This is an optimization exercise on Yosys and OpenROAD, whose aim is a short achievable clock period and few clock cycles, not a production implementation.
The RTL of this run was laid out without a check of its function.
Power and IR drop assume default switching activity.

## config.mk

```make
export PLATFORM = sky130hd
export DESIGN_NAME = mips_core
export DESIGN_NICKNAME = mips_core
export VERILOG_FILES = /design/flow/design.v
export SDC_FILE = /design/flow/constraint.sdc
export NUM_CORES = 4
export LEC_CHECK = 0
export CAP_MARGIN = 20
export CORE_MARGIN = 2
export CORE_UTILIZATION = 30
export GPL_TIMING_DRIVEN = 1
export SLEW_MARGIN = 20
export SYNTH_HIERARCHICAL = 1
```

## constraint.sdc

```tcl
create_clock -name core_clock -period 11.5 [get_ports {clk}]
set_input_delay 2.3000 -clock core_clock [delete_from_list [all_inputs] [get_ports {clk}]]
set_output_delay 2.3000 -clock core_clock [all_outputs]
set_load 0.01 [all_outputs]
```

## design.v

```verilog
package mips_pkg;
    typedef logic [32-1:0] word_t;
    typedef logic [4:0]            reg_addr_t;
    typedef enum logic [5:0] {
        OP_RTYPE = 6'h00,
        OP_J     = 6'h02,
        OP_JAL   = 6'h03,
        OP_BEQ   = 6'h04,
        OP_ADDI  = 6'h08,
        OP_LW    = 6'h23,
        OP_SW    = 6'h2b
    } opcode_t;
    typedef enum logic [5:0] {
        FN_JR  = 6'h08,
        FN_ADD = 6'h20,
        FN_SUB = 6'h22,
        FN_AND = 6'h24,
        FN_OR  = 6'h25,
        FN_SLT = 6'h2a
    } funct_t;
    typedef enum logic [2:0] {
        ALU_ADD = 3'd0,
        ALU_SUB = 3'd1,
        ALU_AND = 3'd2,
        ALU_OR  = 3'd3,
        ALU_SLT = 3'd4
    } alu_op_t;
    typedef struct packed {
        opcode_t   opcode;
        reg_addr_t rs;
        reg_addr_t rt;
        reg_addr_t rd;
        logic [4:0] shamt;
        funct_t    funct;
    } r_fmt_t;
    typedef struct packed {
        opcode_t     opcode;
        reg_addr_t   rs;
        reg_addr_t   rt;
        logic [15:0] imm16;
    } i_fmt_t;
    typedef struct packed {
        opcode_t     opcode;
        logic [25:0] target26;
    } j_fmt_t;
    typedef union packed {
        r_fmt_t r_fmt;
        i_fmt_t i_fmt;
        j_fmt_t j_fmt;
    } instr_t;
endpackage
`timescale 1ns/1ps
module instr_decoder (
    input  mips_pkg::instr_t  instr,
    output logic              reg_write,   
    output logic [4:0]        dst,         
    output logic              alu_src,     
    output logic              mem_read,
    output logic              mem_write,
    output logic              branch,
    output logic              jump,        
    output logic              link,        
    output logic              jump_reg,    
    output logic              sel_sum,     
    output logic              sel_and,
    output logic              sel_or,
    output logic              sel_slt,
    output logic              sel_b,       
    output logic              invert_b,    
    output mips_pkg::word_t   imm_ext
);
    logic [5:0] op;
    logic [5:0] fn;
    logic       rtype;
    logic       r_add, r_sub, r_and, r_or, r_slt, r_jr;
    logic       i_addi, i_lw, i_sw, i_beq, i_j, i_jal;
    assign op = instr.r_fmt.opcode;
    assign fn = instr.r_fmt.funct;
    assign rtype  = (op == mips_pkg::OP_RTYPE);
    assign r_add  = rtype & (fn == mips_pkg::FN_ADD);
    assign r_sub  = rtype & (fn == mips_pkg::FN_SUB);
    assign r_and  = rtype & (fn == mips_pkg::FN_AND);
    assign r_or   = rtype & (fn == mips_pkg::FN_OR);
    assign r_slt  = rtype & (fn == mips_pkg::FN_SLT);
    assign r_jr   = rtype & (fn == mips_pkg::FN_JR);
    assign i_addi = (op == mips_pkg::OP_ADDI);
    assign i_lw   = (op == mips_pkg::OP_LW);
    assign i_sw   = (op == mips_pkg::OP_SW);
    assign i_beq  = (op == mips_pkg::OP_BEQ);
    assign i_j    = (op == mips_pkg::OP_J);
    assign i_jal  = (op == mips_pkg::OP_JAL);
    assign imm_ext = {{(32-16){instr.i_fmt.imm16[15]}}, instr.i_fmt.imm16};
    assign dst = i_jal ? 5'd31 :
                 rtype ? instr.r_fmt.rd : instr.r_fmt.rt;
    assign reg_write = (r_add | r_sub | r_and | r_or | r_slt | i_addi | i_lw | i_jal) & (dst != 5'd0);
    assign alu_src   = i_addi | i_lw | i_sw;
    assign mem_read  = i_lw;
    assign mem_write = i_sw;
    assign branch    = i_beq;
    assign jump      = i_j | i_jal;
    assign link      = i_jal;
    assign jump_reg  = r_jr;
    assign sel_sum   = r_add | r_sub | i_addi;
    assign sel_and   = r_and;
    assign sel_or    = r_or;
    assign sel_slt   = r_slt;
    assign sel_b     = i_jal;
    assign invert_b  = r_sub | r_slt;
endmodule
`timescale 1ns/1ps
module register_file (
    input  logic                clk,
    input  logic                rst_n,
    input  logic                we0,
    input  mips_pkg::reg_addr_t waddr0,
    input  mips_pkg::word_t     wdata0,
    input  logic                we1,
    input  mips_pkg::reg_addr_t waddr1,
    input  mips_pkg::word_t     wdata1,
    input  mips_pkg::reg_addr_t raddr1,
    input  mips_pkg::reg_addr_t raddr2,
    input  mips_pkg::reg_addr_t raddr3,
    input  mips_pkg::reg_addr_t raddr4,
    output mips_pkg::word_t     rdata1,
    output mips_pkg::word_t     rdata2,
    output mips_pkg::word_t     rdata3,
    output mips_pkg::word_t     rdata4,
    output logic                rzero1,
    output logic                rzero3
);
    logic [32-1:0] regs [1:32-1];
    always_ff @(posedge clk) begin
        for (int i = 1; i < 32; i++) begin
            if (rst_n) begin
                regs[i] <= '0;
            end else if (we1 && waddr1 == 5'(i)) begin
                regs[i] <= wdata1;
            end else if (we0 && waddr0 == 5'(i)) begin
                regs[i] <= wdata0;
            end
        end
    end
    always_comb begin
        rdata1 = '0;
        rdata2 = '0;
        rdata3 = '0;
        rdata4 = '0;
        rzero1 = 1'b1;
        rzero3 = 1'b1;
        for (int i = 1; i < 32; i++) begin
            if (raddr1 == 5'(i)) rdata1 = regs[i];
            if (raddr2 == 5'(i)) rdata2 = regs[i];
            if (raddr3 == 5'(i)) rdata3 = regs[i];
            if (raddr4 == 5'(i)) rdata4 = regs[i];
            if (raddr1 == 5'(i)) rzero1 = (regs[i] == '0);
            if (raddr3 == 5'(i)) rzero3 = (regs[i] == '0);
        end
    end
endmodule
`timescale 1ns/1ps
module alu (
    input  logic              sel_sum,
    input  logic              sel_and,
    input  logic              sel_or,
    input  logic              sel_slt,
    input  logic              sel_b,
    input  logic              sub,       
    input  mips_pkg::word_t   a_in,
    input  mips_pkg::word_t   b_in,
    output mips_pkg::word_t   result,
    output logic              result_zero    
);
    mips_pkg::word_t b_add;
    mips_pkg::word_t sum;
    logic            lt_signed;
    assign b_add = sub ? ~b_in : b_in;
    assign sum   = a_in + b_add + {31'd0, sub};
    assign lt_signed = (a_in[31] != b_in[31]) ? a_in[31] : sum[31];
    mips_pkg::word_t p;
    mips_pkg::word_t o;
    logic            sum_zero;
    logic            lt_fast;
    assign p        = a_in ^ b_add;
    assign o        = a_in | b_add;
    assign sum_zero = (p == {o[32-2:0], sub});
    assign lt_fast  = $signed(a_in) < $signed(b_in);
    assign result_zero = (!sel_sum || sum_zero)
                      && (!sel_and || (a_in & b_in) == '0)
                      && (!sel_or  || (a_in | b_in) == '0)
                      && (!sel_b   || b_in == '0)
                      && (!sel_slt || !lt_fast);
    assign result = ({32{sel_sum}} & sum)
                  | ({32{sel_and}} & (a_in & b_in))
                  | ({32{sel_or}}  & (a_in | b_in))
                  | ({32{sel_b}}   & b_in)
                  | {{(32-1){1'b0}}, sel_slt & lt_signed};
endmodule
module addr_adder (
    input  logic [8:0] base,
    input  logic [8:0] offset,
    output logic [6:0] addr
);
    logic [8:0] sum;
    assign sum  = base + offset;
    assign addr = sum[8:2];
endmodule
`timescale 1ns/1ps
module pc_unit (
    input  logic            clk,
    input  logic            rst_n,
    input  logic            redirect,        
    input  mips_pkg::word_t redirect_pc,
    input  logic            take0,           
    input  logic            cached0,         
    input  logic            jump0,           
    input  logic            link0,           
    input  logic            jr0,             
    input  logic [25:0]     target0,
    input  mips_pkg::word_t branch_target0,  
    input  logic            pair1,           
    input  logic            take1,           
    input  logic            jump1,
    input  logic            link1,
    input  logic            jr1,
    input  logic [25:0]     target1,
    input  mips_pkg::word_t branch_target1,  
    output mips_pkg::word_t pc,
    output mips_pkg::word_t pc_plus4,
    output mips_pkg::word_t pc_plus8,
    output mips_pkg::word_t ret_guess,       
    output logic            next_is_pc4,     
    output logic            next_is_pc8,     
    output logic            next_is_t0,      
    output logic            next_is_t1       
);
    mips_pkg::word_t pc_other;
    mips_pkg::word_t pc_next;
    pc_incr u_incr (
        .pc       (pc),
        .pc_plus4 (pc_plus4),
        .pc_plus8 (pc_plus8)
    );
    always_comb begin
        if (redirect) begin
            pc_other = redirect_pc;
        end else if (jump0) begin
            pc_other = {pc_plus4[32-1 -: 4], target0, 2'b00};
        end else if (jr0) begin
            pc_other = ret_guess;
        end else if (pair1 && jump1) begin
            pc_other = {pc_plus8[32-1 -: 4], target1, 2'b00};
        end else if (pair1 && jr1) begin
            pc_other = ret_guess;
        end else if (pair1) begin
            pc_other = pc_plus8;
        end else begin
            pc_other = pc_plus4;
        end
    end
    always_comb begin
        if (take0 && !redirect) begin
            pc_next = branch_target0;
        end else if (take1 && pair1) begin
            pc_next = branch_target1;
        end else begin
            pc_next = pc_other;
        end
    end
    assign next_is_pc4 = !redirect && !take0 && !jump0 && !jr0 && !pair1;
    assign next_is_pc8 = !redirect && !take0 && !jump0 && !jr0 && pair1 &&
                         !jump1 && !jr1 && !take1;
    assign next_is_t0  = !redirect && ((take0 && cached0) || jump0 || jr0);
    assign next_is_t1  = !redirect && !take0 && !jump0 && !jr0 && pair1 &&
                         (jump1 || jr1 || take1);
    always_ff @(posedge clk) begin
        if (rst_n) begin
            pc        <= 32'h0000_0000;
            ret_guess <= '0;
        end else begin
            pc <= pc_next;
            if (link0 && !redirect) begin
                ret_guess <= pc_plus4;
            end else if (link1 && pair1 && !take0) begin
                ret_guess <= pc_plus8;
            end
        end
    end
endmodule
module target_adder (
    input  mips_pkg::word_t pc,
    input  logic [15:0]     imm,
    output mips_pkg::word_t sum
);
    logic [8:0]  lo;
    logic [8:0]  mid0;
    logic [8:0]  mid1;
    logic        c_mid;
    logic [7:0]  mid;
    logic [13:0] hi;
    logic [13:0] hi_inc;
    logic [13:0] hi_dec;
    assign lo     = {1'b0, pc[9:2]} + {1'b0, imm[7:0]} + 9'd1;
    assign mid0   = {1'b0, pc[17:10]} + {1'b0, imm[15:8]};
    assign mid1   = {1'b0, pc[17:10]} + {1'b0, imm[15:8]} + 9'd1;
    assign mid    = lo[8] ? mid1[7:0] : mid0[7:0];
    assign c_mid  = lo[8] ? mid1[8] : mid0[8];
    assign hi     = pc[31:18];
    assign hi_inc = pc[31:18] + 14'd1;
    assign hi_dec = pc[31:18] - 14'd1;
    assign sum[31:18] = (imm[15] == c_mid) ? hi : (c_mid ? hi_inc : hi_dec);
    assign sum[17:10] = mid;
    assign sum[9:2]   = lo[7:0];
    assign sum[1:0]   = pc[1:0];
endmodule
module pc_incr (
    input  mips_pkg::word_t pc,
    output mips_pkg::word_t pc_plus4,
    output mips_pkg::word_t pc_plus8
);
    assign pc_plus4 = pc + 32'd4;
    assign pc_plus8 = pc + 32'd8;
endmodule
module icache #(
    parameter int IDX_W = 5
) (
    input  logic            clk,
    input  logic            rst_n,
    input  mips_pkg::word_t pc,             
    input  mips_pkg::word_t fetched,        
    input  logic            next_is_pc4,
    input  logic            next_is_pc8,
    input  logic            next_is_t0,
    input  logic            next_is_t1,
    input  mips_pkg::word_t jump_t0,        
    input  mips_pkg::word_t jump_t1,        
    output logic            hit0,           
    output mips_pkg::word_t target0,
    output logic            hit1,           
    output mips_pkg::word_t data1,
    output mips_pkg::word_t target1
);
    localparam int N     = 1 << IDX_W;
    localparam int TAG_W = 32 - 2 - IDX_W + 2;
    logic [TAG_W-1:0] tags     [0:N-1];
    logic             valid0   [0:N-1];
    logic             valid1   [0:N-1];
    mips_pkg::word_t  targets0 [0:N-1];
    mips_pkg::word_t  words1   [0:N-1];
    mips_pkg::word_t  targets1 [0:N-1];
    logic             fill;
    mips_pkg::word_t  fill_pc;
    mips_pkg::word_t  fill_prev;
    mips_pkg::word_t  fill_word;
    mips_pkg::word_t  fill_target;
    logic [IDX_W-1:0] fill_idx0;
    logic [TAG_W-1:0] fill_tag0;
    logic [IDX_W-1:0] fill_idx1;
    logic [TAG_W-1:0] fill_tag1;
    logic [IDX_W-1:0] look_idx;
    logic [IDX_W-1:0] look_idx4;
    logic [IDX_W-1:0] look_idx8;
    logic [TAG_W-1:0] look_tag;
    logic             look_match;
    logic             ahead_hit4;
    mips_pkg::word_t  ahead_word4;
    mips_pkg::word_t  ahead_target4;
    logic             ahead_hit8;
    mips_pkg::word_t  ahead_word8;
    mips_pkg::word_t  ahead_target8;
    logic             ahead_hitt0;
    mips_pkg::word_t  ahead_wordt0;
    mips_pkg::word_t  ahead_targett0;
    logic             ahead_hitt1;
    mips_pkg::word_t  ahead_wordt1;
    mips_pkg::word_t  ahead_targett1;
    logic [IDX_W-1:0] t0_idx;
    logic [TAG_W-1:0] t0_tag;
    logic [IDX_W-1:0] t1_idx;
    logic [TAG_W-1:0] t1_tag;
    logic             selt0;
    logic             selt1;
    logic             hitt0_q;
    mips_pkg::word_t  wordt0_q;
    mips_pkg::word_t  targett0_q;
    logic             hitt1_q;
    mips_pkg::word_t  wordt1_q;
    mips_pkg::word_t  targett1_q;
    logic             sel4;
    logic             sel8;
    logic             hit4_q;
    mips_pkg::word_t  word4_q;
    mips_pkg::word_t  target4_q;
    logic             hit8_q;
    mips_pkg::word_t  word8_q;
    mips_pkg::word_t  target8_q;
    logic             fa;
    mips_pkg::word_t  fa_pc;
    mips_pkg::word_t  fa_word;
    always_ff @(posedge clk) begin
        fa          <= !rst_n;
        fa_pc       <= pc;
        fa_word     <= fetched;
        fill        <= fa && !rst_n;
        fill_pc     <= fa_pc;
        fill_prev   <= fa_pc - 32'd4;
        fill_word   <= fa_word;
        fill_target <= fa_pc + 32'd4 + {{(32-18){fa_word[15]}}, fa_word[15:0], 2'b00};
    end
    assign fill_idx0 = fill_pc[IDX_W+1:2];
    assign fill_tag0 = {fill_pc[32-1:IDX_W+2], fill_pc[1:0]};
    assign fill_idx1 = fill_prev[IDX_W+1:2];
    assign fill_tag1 = {fill_prev[32-1:IDX_W+2], fill_prev[1:0]};
    always_ff @(posedge clk) begin
        for (int i = 0; i < N; i++) begin
            if (rst_n) begin
                valid0[i] <= 1'b0;
                valid1[i] <= 1'b0;
            end else if (fill && fill_idx0 == IDX_W'(i)) begin
                valid0[i] <= 1'b1;
                valid1[i] <= valid1[i] && (tags[i] == fill_tag0);
            end else if (fill && fill_idx1 == IDX_W'(i)) begin
                valid1[i] <= 1'b1;
                valid0[i] <= valid0[i] && (tags[i] == fill_tag1);
            end
            if (fill && fill_idx0 == IDX_W'(i)) begin
                tags[i]     <= fill_tag0;
                targets0[i] <= fill_target;
            end else if (fill && fill_idx1 == IDX_W'(i)) begin
                tags[i]     <= fill_tag1;
                words1[i]   <= fill_word;
                targets1[i] <= fill_target;
            end
        end
    end
    assign look_idx  = pc[IDX_W+1:2];
    assign look_idx4 = look_idx + IDX_W'(1);
    assign look_idx8 = look_idx + IDX_W'(2);
    assign look_tag  = {pc[32-1:IDX_W+2], pc[1:0]};
    assign t0_idx = jump_t0[IDX_W+1:2];
    assign t0_tag = {jump_t0[32-1:IDX_W+2], jump_t0[1:0]};
    assign t1_idx = jump_t1[IDX_W+1:2];
    assign t1_tag = {jump_t1[32-1:IDX_W+2], jump_t1[1:0]};
    always_comb begin
        ahead_hitt0    = 1'b0;
        ahead_wordt0   = '0;
        ahead_targett0 = '0;
        ahead_hitt1    = 1'b0;
        ahead_wordt1   = '0;
        ahead_targett1 = '0;
        for (int i = 0; i < N; i++) begin
            if (t0_idx == IDX_W'(i)) begin
                ahead_hitt0    = valid1[i] && (tags[i] == t0_tag);
                ahead_wordt0   = words1[i];
                ahead_targett0 = targets1[i];
            end
            if (t1_idx == IDX_W'(i)) begin
                ahead_hitt1    = valid1[i] && (tags[i] == t1_tag);
                ahead_wordt1   = words1[i];
                ahead_targett1 = targets1[i];
            end
        end
    end
    always_comb begin
        look_match    = 1'b0;
        hit0          = 1'b0;
        target0       = '0;
        ahead_hit4    = 1'b0;
        ahead_word4   = '0;
        ahead_target4 = '0;
        ahead_hit8    = 1'b0;
        ahead_word8   = '0;
        ahead_target8 = '0;
        for (int i = 0; i < N; i++) begin
            if (look_idx == IDX_W'(i)) begin
                look_match = (tags[i] == look_tag);
                hit0       = valid0[i];
                target0    = targets0[i];
            end
            if (look_idx4 == IDX_W'(i)) begin
                ahead_hit4    = valid1[i] && (tags[i] == look_tag);
                ahead_word4   = words1[i];
                ahead_target4 = targets1[i];
            end
            if (look_idx8 == IDX_W'(i)) begin
                ahead_hit8    = valid1[i] && (tags[i] == look_tag);
                ahead_word8   = words1[i];
                ahead_target8 = targets1[i];
            end
        end
        hit0       = hit0 && look_match;
        ahead_hit4 = ahead_hit4 && (look_idx4 != '0);
        ahead_hit8 = ahead_hit8 && (look_idx8 != '0) && (look_idx8 != IDX_W'(1));
    end
    always_ff @(posedge clk) begin
        if (rst_n) begin
            sel4  <= 1'b0;
            sel8  <= 1'b0;
            selt0 <= 1'b0;
            selt1 <= 1'b0;
        end else begin
            sel4  <= next_is_pc4;
            sel8  <= next_is_pc8;
            selt0 <= next_is_t0;
            selt1 <= next_is_t1;
        end
        hitt0_q    <= ahead_hitt0;
        wordt0_q   <= ahead_wordt0;
        targett0_q <= ahead_targett0;
        hitt1_q    <= ahead_hitt1;
        wordt1_q   <= ahead_wordt1;
        targett1_q <= ahead_targett1;
        hit4_q    <= ahead_hit4;
        word4_q   <= ahead_word4;
        target4_q <= ahead_target4;
        hit8_q    <= ahead_hit8;
        word8_q   <= ahead_word8;
        target8_q <= ahead_target8;
    end
    assign hit1    = (sel4 && hit4_q) || (sel8 && hit8_q) || (selt0 && hitt0_q) || (selt1 && hitt1_q);
    assign data1   = sel4 ? word4_q : sel8 ? word8_q : selt0 ? wordt0_q : wordt1_q;
    assign target1 = sel4 ? target4_q : sel8 ? target8_q : selt0 ? targett0_q : targett1_q;
endmodule
`timescale 1ns/1ps
module mips_core (
    input  logic                     clk,
    input  logic                     rst_n,
    input  mips_pkg::word_t          ir,
    input  mips_pkg::word_t          read_data_mem,
    output mips_pkg::word_t          ir_addr,
    output logic                     cen,
    output logic                     wen,
    output logic                     oen,
    output logic [7-1:0] a,
    output mips_pkg::word_t          mem_wdata
);
    mips_pkg::instr_t    i0;
    mips_pkg::instr_t    i1;
    logic                hit0;
    logic                next_is_pc4;
    logic                next_is_pc8;
    logic                next_is_t0;
    logic                next_is_t1;
    mips_pkg::word_t     jump_t0;
    mips_pkg::word_t     jump_t1;
    mips_pkg::word_t     target0_ir;
    mips_pkg::word_t     target0_eff;
    logic                hit1;
    logic            f0_we,  f1_we;
    logic [4:0]      f0_dst, f1_dst;
    logic            f0_alu_src, f1_alu_src;
    logic            f0_lw,  f1_lw;
    logic            f0_sw,  f1_sw;
    logic            f0_beq, f1_beq;
    logic            f0_jump, f1_jump;
    logic            f0_link, f1_link;
    logic            f0_jr,  f1_jr;
    logic            f0_sel_sum, f1_sel_sum;
    logic            f0_sel_and, f1_sel_and;
    logic            f0_sel_or,  f1_sel_or;
    logic            f0_sel_slt, f1_sel_slt;
    logic            f0_sel_b,   f1_sel_b;
    logic            f0_sub,     f1_sub;
    mips_pkg::word_t imm0, imm1;
    mips_pkg::word_t rf_rs0, rf_rt0, rf_rs1, rf_rt1;
    logic            rf_rs0_zero, rf_rs1_zero;
    mips_pkg::word_t rs0_data, rt0_data, rs1_data, rt1_data;
    logic            rs0_zero, rs1_zero;
    logic            w1_rs0, w0_rs0, w1_rt0, w0_rt0, w1_rs1, w0_rs1, w1_rt1, w0_rt1;
    mips_pkg::word_t b0_data, b1_data;
    mips_pkg::word_t pc;
    mips_pkg::word_t pc_plus4;
    mips_pkg::word_t pc_plus8;
    mips_pkg::word_t branch_target0;
    mips_pkg::word_t branch_target1;
    mips_pkg::word_t ret_guess;
    logic            f0_ctl, f1_ctl;
    logic            f0_mem, f1_mem;
    logic            f0_take, f1_take;
    logic            f0_guess, f1_guess;
    logic            f1_rs_used, f1_rt_used;
    logic            raw01;
    logic            pair1;
    logic            issue1;
    logic            redirect;
    mips_pkg::word_t redirect_pc;
    logic            x0_we,  x1_we;
    logic [4:0]      x0_dst, x1_dst;
    logic            x0_lw,  x1_lw;
    logic            x0_br,  x1_br;
    logic            x0_jr,  x1_jr;
    mips_pkg::word_t x0_pc4;
    logic [15:0]     x0_imm;
    logic            x0_sel_sum, x1_sel_sum;
    logic            x0_sel_and, x1_sel_and;
    logic            x0_sel_or,  x1_sel_or;
    logic            x0_sel_slt, x1_sel_slt;
    logic            x0_sel_b,   x1_sel_b;
    logic            x0_sub,     x1_sub;
    mips_pkg::word_t x0_a, x1_a;
    mips_pkg::word_t x0_b, x1_b;
    mips_pkg::word_t x0_target, x1_target;
    mips_pkg::word_t x0_alu, x1_alu;
    logic            x0_alu_zero, x1_alu_zero;
    mips_pkg::word_t x0_result, x1_result;
    logic            x0_result_zero, x1_result_zero;
    logic            x0_eq, x1_eq;
    logic            x_mem;
    logic            x_sw;
    logic [8:0]      x_ma;
    logic [8:0]      x_mb;
    mips_pkg::word_t x_st;
    logic [6:0]      x_addr;
    assign i0 = ir;
    icache u_icache (
        .clk     (clk),
        .rst_n   (rst_n),
        .pc      (pc),
        .fetched (ir),
        .next_is_pc4 (next_is_pc4),
        .next_is_pc8 (next_is_pc8),
        .next_is_t0  (next_is_t0),
        .next_is_t1  (next_is_t1),
        .jump_t0     (jump_t0),
        .jump_t1     (jump_t1),
        .hit0    (hit0),
        .target0 (branch_target0),
        .hit1    (hit1),
        .data1   (i1),
        .target1 (branch_target1)
    );
    instr_decoder u_dec0 (
        .instr     (i0),
        .reg_write (f0_we),
        .dst       (f0_dst),
        .alu_src   (f0_alu_src),
        .mem_read  (f0_lw),
        .mem_write (f0_sw),
        .branch    (f0_beq),
        .jump      (f0_jump),
        .link      (f0_link),
        .jump_reg  (f0_jr),
        .sel_sum   (f0_sel_sum),
        .sel_and   (f0_sel_and),
        .sel_or    (f0_sel_or),
        .sel_slt   (f0_sel_slt),
        .sel_b     (f0_sel_b),
        .invert_b  (f0_sub),
        .imm_ext   (imm0)
    );
    instr_decoder u_dec1 (
        .instr     (i1),
        .reg_write (f1_we),
        .dst       (f1_dst),
        .alu_src   (f1_alu_src),
        .mem_read  (f1_lw),
        .mem_write (f1_sw),
        .branch    (f1_beq),
        .jump      (f1_jump),
        .link      (f1_link),
        .jump_reg  (f1_jr),
        .sel_sum   (f1_sel_sum),
        .sel_and   (f1_sel_and),
        .sel_or    (f1_sel_or),
        .sel_slt   (f1_sel_slt),
        .sel_b     (f1_sel_b),
        .invert_b  (f1_sub),
        .imm_ext   (imm1)
    );
    register_file u_register_file (
        .clk    (clk),
        .rst_n  (rst_n),
        .we0    (x0_we),
        .waddr0 (x0_dst),
        .wdata0 (x0_result),
        .we1    (x1_we),
        .waddr1 (x1_dst),
        .wdata1 (x1_result),
        .raddr1 (i0.r_fmt.rs),
        .raddr2 (i0.r_fmt.rt),
        .raddr3 (i1.r_fmt.rs),
        .raddr4 (i1.r_fmt.rt),
        .rdata1 (rf_rs0),
        .rdata2 (rf_rt0),
        .rdata3 (rf_rs1),
        .rdata4 (rf_rt1),
        .rzero1 (rf_rs0_zero),
        .rzero3 (rf_rs1_zero)
    );
    assign w1_rs0 = x1_we && (x1_dst == i0.r_fmt.rs);
    assign w0_rs0 = x0_we && (x0_dst == i0.r_fmt.rs);
    assign w1_rt0 = x1_we && (x1_dst == i0.r_fmt.rt);
    assign w0_rt0 = x0_we && (x0_dst == i0.r_fmt.rt);
    assign w1_rs1 = x1_we && (x1_dst == i1.r_fmt.rs);
    assign w0_rs1 = x0_we && (x0_dst == i1.r_fmt.rs);
    assign w1_rt1 = x1_we && (x1_dst == i1.r_fmt.rt);
    assign w0_rt1 = x0_we && (x0_dst == i1.r_fmt.rt);
    assign rs0_data = w1_rs0 ? x1_result      : w0_rs0 ? x0_result      : rf_rs0;
    assign rt0_data = w1_rt0 ? x1_result      : w0_rt0 ? x0_result      : rf_rt0;
    assign rs1_data = w1_rs1 ? x1_result      : w0_rs1 ? x0_result      : rf_rs1;
    assign rt1_data = w1_rt1 ? x1_result      : w0_rt1 ? x0_result      : rf_rt1;
    assign rs0_zero = w1_rs0 ? x1_result_zero : w0_rs0 ? x0_result_zero : rf_rs0_zero;
    assign rs1_zero = w1_rs1 ? x1_result_zero : w0_rs1 ? x0_result_zero : rf_rs1_zero;
    always_comb begin
        if (f0_link)         b0_data = pc_plus4;
        else if (f0_jr)      b0_data = ret_guess;
        else if (f0_alu_src) b0_data = imm0;
        else                 b0_data = rt0_data;
        if (f1_link)         b1_data = pc_plus8;
        else if (f1_jr)      b1_data = ret_guess;
        else if (f1_alu_src) b1_data = imm1;
        else                 b1_data = rt1_data;
    end
    assign f0_take  = f0_beq && ((i0.r_fmt.rs == i0.r_fmt.rt) || (i0.r_fmt.rt == 5'd0 && rs0_zero));
    assign f0_guess = f0_beq && (i0.r_fmt.rs != i0.r_fmt.rt) && (i0.r_fmt.rt != 5'd0);
    assign f1_take  = f1_beq && ((i1.r_fmt.rs == i1.r_fmt.rt) || (i1.r_fmt.rt == 5'd0 && rs1_zero));
    assign f1_guess = f1_beq && (i1.r_fmt.rs != i1.r_fmt.rt) && (i1.r_fmt.rt != 5'd0);
    assign f0_ctl = f0_guess | f0_jump | f0_jr;
    assign f0_mem = f0_lw | f0_sw;
    assign f1_mem = f1_lw | f1_sw;
    assign f1_rs_used = !f1_jump;
    assign f1_rt_used = (i1.r_fmt.opcode == mips_pkg::OP_RTYPE) || f1_sw || f1_beq;
    assign raw01  = f0_we && ((f1_rs_used && f0_dst == i1.r_fmt.rs) ||
                              (f1_rt_used && f0_dst == i1.r_fmt.rt));
    assign pair1  = hit1 && !f0_ctl && !(f0_mem && f1_mem) && !raw01 && !redirect;
    assign issue1 = pair1 && !f0_take;
    pc_unit u_pc_unit (
        .clk            (clk),
        .rst_n          (rst_n),
        .redirect       (redirect),
        .redirect_pc    (redirect_pc),
        .take0          (f0_take),
        .cached0        (hit0),
        .jump0          (f0_jump),
        .link0          (f0_link),
        .jr0            (f0_jr),
        .target0        (i0.j_fmt.target26),
        .branch_target0 (target0_eff),
        .pair1          (pair1),
        .take1          (f1_take),
        .jump1          (f1_jump),
        .link1          (f1_link),
        .jr1            (f1_jr),
        .target1        (i1.j_fmt.target26),
        .branch_target1 (branch_target1),
        .pc             (pc),
        .pc_plus4       (pc_plus4),
        .pc_plus8       (pc_plus8),
        .ret_guess      (ret_guess),
        .next_is_pc4    (next_is_pc4),
        .next_is_pc8    (next_is_pc8),
        .next_is_t0     (next_is_t0),
        .next_is_t1     (next_is_t1)
    );
    target_adder u_target0 (
        .pc   (pc),
        .imm  (imm0[15:0]),
        .sum  (target0_ir)
    );
    assign target0_eff = hit0 ? branch_target0 : target0_ir;
    assign jump_t0 = f0_jump ? {pc_plus4[32-1 -: 4], i0.j_fmt.target26, 2'b00} :
                     f0_jr   ? ret_guess : branch_target0;
    assign jump_t1 = f1_jump ? {pc_plus8[32-1 -: 4], i1.j_fmt.target26, 2'b00} :
                     f1_jr   ? ret_guess : branch_target1;
    assign ir_addr = pc;
    assign x0_eq       = (x0_a == x0_b);
    assign x1_eq       = (x1_a == x1_b);
    assign x0_target   = x0_pc4 + {{(32-18){x0_imm[15]}}, x0_imm, 2'b00};
    assign redirect    = (x0_br && x0_eq) || (x0_jr && !x0_eq) ||
                         (x1_br && x1_eq) || (x1_jr && !x1_eq);
    assign redirect_pc = (x0_br || x0_jr) ? (x0_jr ? x0_a : x0_target) :
                                                       (x1_jr ? x1_a : x1_target);
    always_ff @(posedge clk) begin
        if (rst_n || redirect) begin
            x0_we <= 1'b0;
            x0_lw <= 1'b0;
            x0_br <= 1'b0;
            x0_jr <= 1'b0;
            x_mem <= 1'b0;
            x_sw  <= 1'b0;
        end else begin
            x0_we <= f0_we;
            x0_lw <= f0_lw;
            x0_br <= f0_guess;
            x0_jr <= f0_jr;
            x_mem <= f0_mem || (issue1 && f1_mem);
            x_sw  <= f0_sw || (issue1 && f1_sw);
        end
        if (rst_n || !issue1) begin
            x1_we <= 1'b0;
            x1_lw <= 1'b0;
            x1_br <= 1'b0;
            x1_jr <= 1'b0;
        end else begin
            x1_we <= f1_we;
            x1_lw <= f1_lw;
            x1_br <= f1_guess;
            x1_jr <= f1_jr;
        end
        x0_dst     <= f0_dst;
        x0_sel_sum <= f0_sel_sum;
        x0_sel_and <= f0_sel_and;
        x0_sel_or  <= f0_sel_or;
        x0_sel_slt <= f0_sel_slt;
        x0_sel_b   <= f0_sel_b;
        x0_sub     <= f0_sub;
        x0_a       <= rs0_data;
        x0_b       <= b0_data;
        x0_pc4     <= pc_plus4;
        x0_imm     <= imm0[15:0];
        x1_dst     <= f1_dst;
        x1_sel_sum <= f1_sel_sum;
        x1_sel_and <= f1_sel_and;
        x1_sel_or  <= f1_sel_or;
        x1_sel_slt <= f1_sel_slt;
        x1_sel_b   <= f1_sel_b;
        x1_sub     <= f1_sub;
        x1_a       <= rs1_data;
        x1_b       <= b1_data;
        x1_target  <= branch_target1;
        if (f0_mem) begin
            x_ma <= rs0_data[8:0];
            x_mb <= imm0[8:0];
            x_st <= rt0_data;
        end else begin
            x_ma <= rs1_data[8:0];
            x_mb <= imm1[8:0];
            x_st <= rt1_data;
        end
    end
    alu u_alu0 (
        .sel_sum (x0_sel_sum),
        .sel_and (x0_sel_and),
        .sel_or  (x0_sel_or),
        .sel_slt (x0_sel_slt),
        .sel_b   (x0_sel_b),
        .sub     (x0_sub),
        .a_in    (x0_a),
        .b_in    (x0_b),
        .result      (x0_alu),
        .result_zero (x0_alu_zero)
    );
    alu u_alu1 (
        .sel_sum (x1_sel_sum),
        .sel_and (x1_sel_and),
        .sel_or  (x1_sel_or),
        .sel_slt (x1_sel_slt),
        .sel_b   (x1_sel_b),
        .sub     (x1_sub),
        .a_in    (x1_a),
        .b_in    (x1_b),
        .result      (x1_alu),
        .result_zero (x1_alu_zero)
    );
    assign x0_result      = x0_lw ? read_data_mem : x0_alu;
    assign x1_result      = x1_lw ? read_data_mem : x1_alu;
    assign x0_result_zero = x0_lw ? (read_data_mem == '0) : x0_alu_zero;
    assign x1_result_zero = x1_lw ? (read_data_mem == '0) : x1_alu_zero;
    addr_adder u_addr (
        .base   (x_ma),
        .offset (x_mb),
        .addr   (x_addr)
    );
    assign cen       = ~(x_mem & ~rst_n);
    assign wen       = ~(x_sw & ~rst_n);
    assign oen       = 1'b0;
    assign a         = x_addr;
    assign mem_wdata = x_st;
endmodule
```

## flow/run.sh

```bash
#!/bin/bash
set -euo pipefail
bash standard.sh SETUP_SLACK_MARGIN=6.8 finish > standard_flow.log 2>&1
```

## standard.sh

```bash
#!/bin/bash
# synth_recipe.tcl (not shown) runs the flow's synth.tcl, then flattens the netlist and writes it again
# the make line also repeats each setting of config.mk as NAME=value (left out here)
make -C /OpenROAD-flow-scripts/flow DESIGN_CONFIG=/design/flow/config.mk WORK_HOME=/design/flow/orfs CLKGATE_MAP_FILE= SYNTH_SCRIPT=/design/flow/synth_recipe.tcl "${@:-finish}"
```

==> results.toml <==
[run_status]
status = "aborted with a tool error"
stop_stage = "5_2_route"
error_line = "[ERROR DRT-0218] Guide is not connected to design for net _30044_"

[yosys]
synth_seq_cells = 5800
syn_area_per_cell_um2 = 9.771
yosysWarnings = 17
synth_edf_count = 3936
synthesis.area_um2 = 374200
seq_area_frac_synth_pct = 41.56
async_reset_ff_share_pct = 0
synth_nets = 38800
yosysTopAreaCellShare_pct = 31.59
yosys-top-cells-area = "edfxtp_1 (32%), dfxtp_1 (10%), xnor2_1 (6.7%), mux2i_1 (5.2%), xor2_1 (4.3%)"
synth_cells = 38300
synth_most_common_cell = "edfxtp_1"
synth_top_flop_cell = "edfxtp_1"
synth_top_area_cell = "edfxtp_1"
yosysUniqueCellTypes = 137
synth_commonest_cells = "edfxtp_1 (3936), xnor2_1 (2868), nor2_1 (2831)"

[place]
dp.cells = 52150
gp_congestion = 1.090
hpwl_um = 1648000
portBuffers = 138

[global_route]
grt_usage_pct = 39.29
grt_pass1_vias = 355700
antenna_found_initial = 377
grt_pass1_wl_um = 3398000
grt_max_degree = 97
overflow = 0

[die]
ios = 140
die_h_um = 1121
die_w_um = 1121
num_rows = 410
start_util_pct = 30.06

[clock_network]
clockBufferDepth = 5
cts_num_sinks = 5800
h-tree-depth = 6
cts_inserted_buffers = 682
root_buffer = "clkbuf_16"

[timing]
worstEpCategory = "register input"
postGrtWorstEndpoint = "u_icache.targett0_q[16]$_DFF_P_/D"
[metal layers]
metal / track usage (%)
met1: 44.01
met2: 49.64
met3: 25.32
met4: 35.39
met5: 4.382
[power groups by stage]
stage | Sequential (mW) | Clock (mW) | Combinational, mW
5_1_grt | 27.9 | 23.7 | 91.5
2_1_floorplan | 26.1 | 0 | 33.7
4_1_cts | 27.7 | 22.9 | 79.3
3_3_place_gp | 28.3 | 0 | 64.8
3_5_place_dp | 28.3 | 0 | 64.8
[cell families after synthesis]
family          count (synthesis)  synth area share (%)
buf+inv                      4828                 5.264
flops                        5800                 41.56
fa+ha+maj                     438                 1.477
compound gates              10530                 19.36
mux                          3310                 10.14
simple gates                 8664                 11.12
xor+xnor                     4727                 11.07
other cells                     1              0.001002
[timing repair]
item                        CTS  global route
hold buffers                  0             0
gates cloned                181            42
pin swaps                  1153          1173
gates resized for setup    4440          1777
buffers inserted           1318           751
setup endpoints to repair  1265           729
[Yosys stat by module, one instance, submodules excluded]
| module | cell area [µm²] | flops+latches |
|---|---|---|
| alu | 5379 | 0 |
| register_file | 77120 | 992 |
| target_adder | 1318 | 0 |
| addr_adder | 312.8 | 0 |
| icache | 259400 | 4454 |
| mips_core | 18080 | 290 |
| instr_decoder | 573.0 | 0 |
| pc_incr | 1231 | 0 |
| pc_unit | 4837 | 64 |
[how the worst max path moves through the flow]
stage                               start                       to  slack [ps]  depth (start not counted)
after detailed placement           ir[30]   u_icache.targett0_q[7]        1210                         19
after floorplan                     ir[8]         u_pc_unit.pc[30]        5360                         20
after CTS                 u_pc_unit.pc[4]  u_icache.targett0_q[28]        5010                         28
after global routing      u_pc_unit.pc[4]  u_icache.targett0_q[16]        4610                         29
after global placement             ir[30]   u_icache.targett0_q[7]        1270                         19
[through the flow]
step	hold WS, ps	utilization (%)	setup WS (ps)	total power [mW]	cell area (µm²)
after floorplan	309.6	-	5357	59.85	376700
after global placement	309.7	31.81	1271	93.11	396000
after detailed placement	311.8	31.83	1212	93.18	396200
after CTS	324.3	36.74	5014	130.0	457500
after global routing	329.0	38.07	4609	143.1	474000
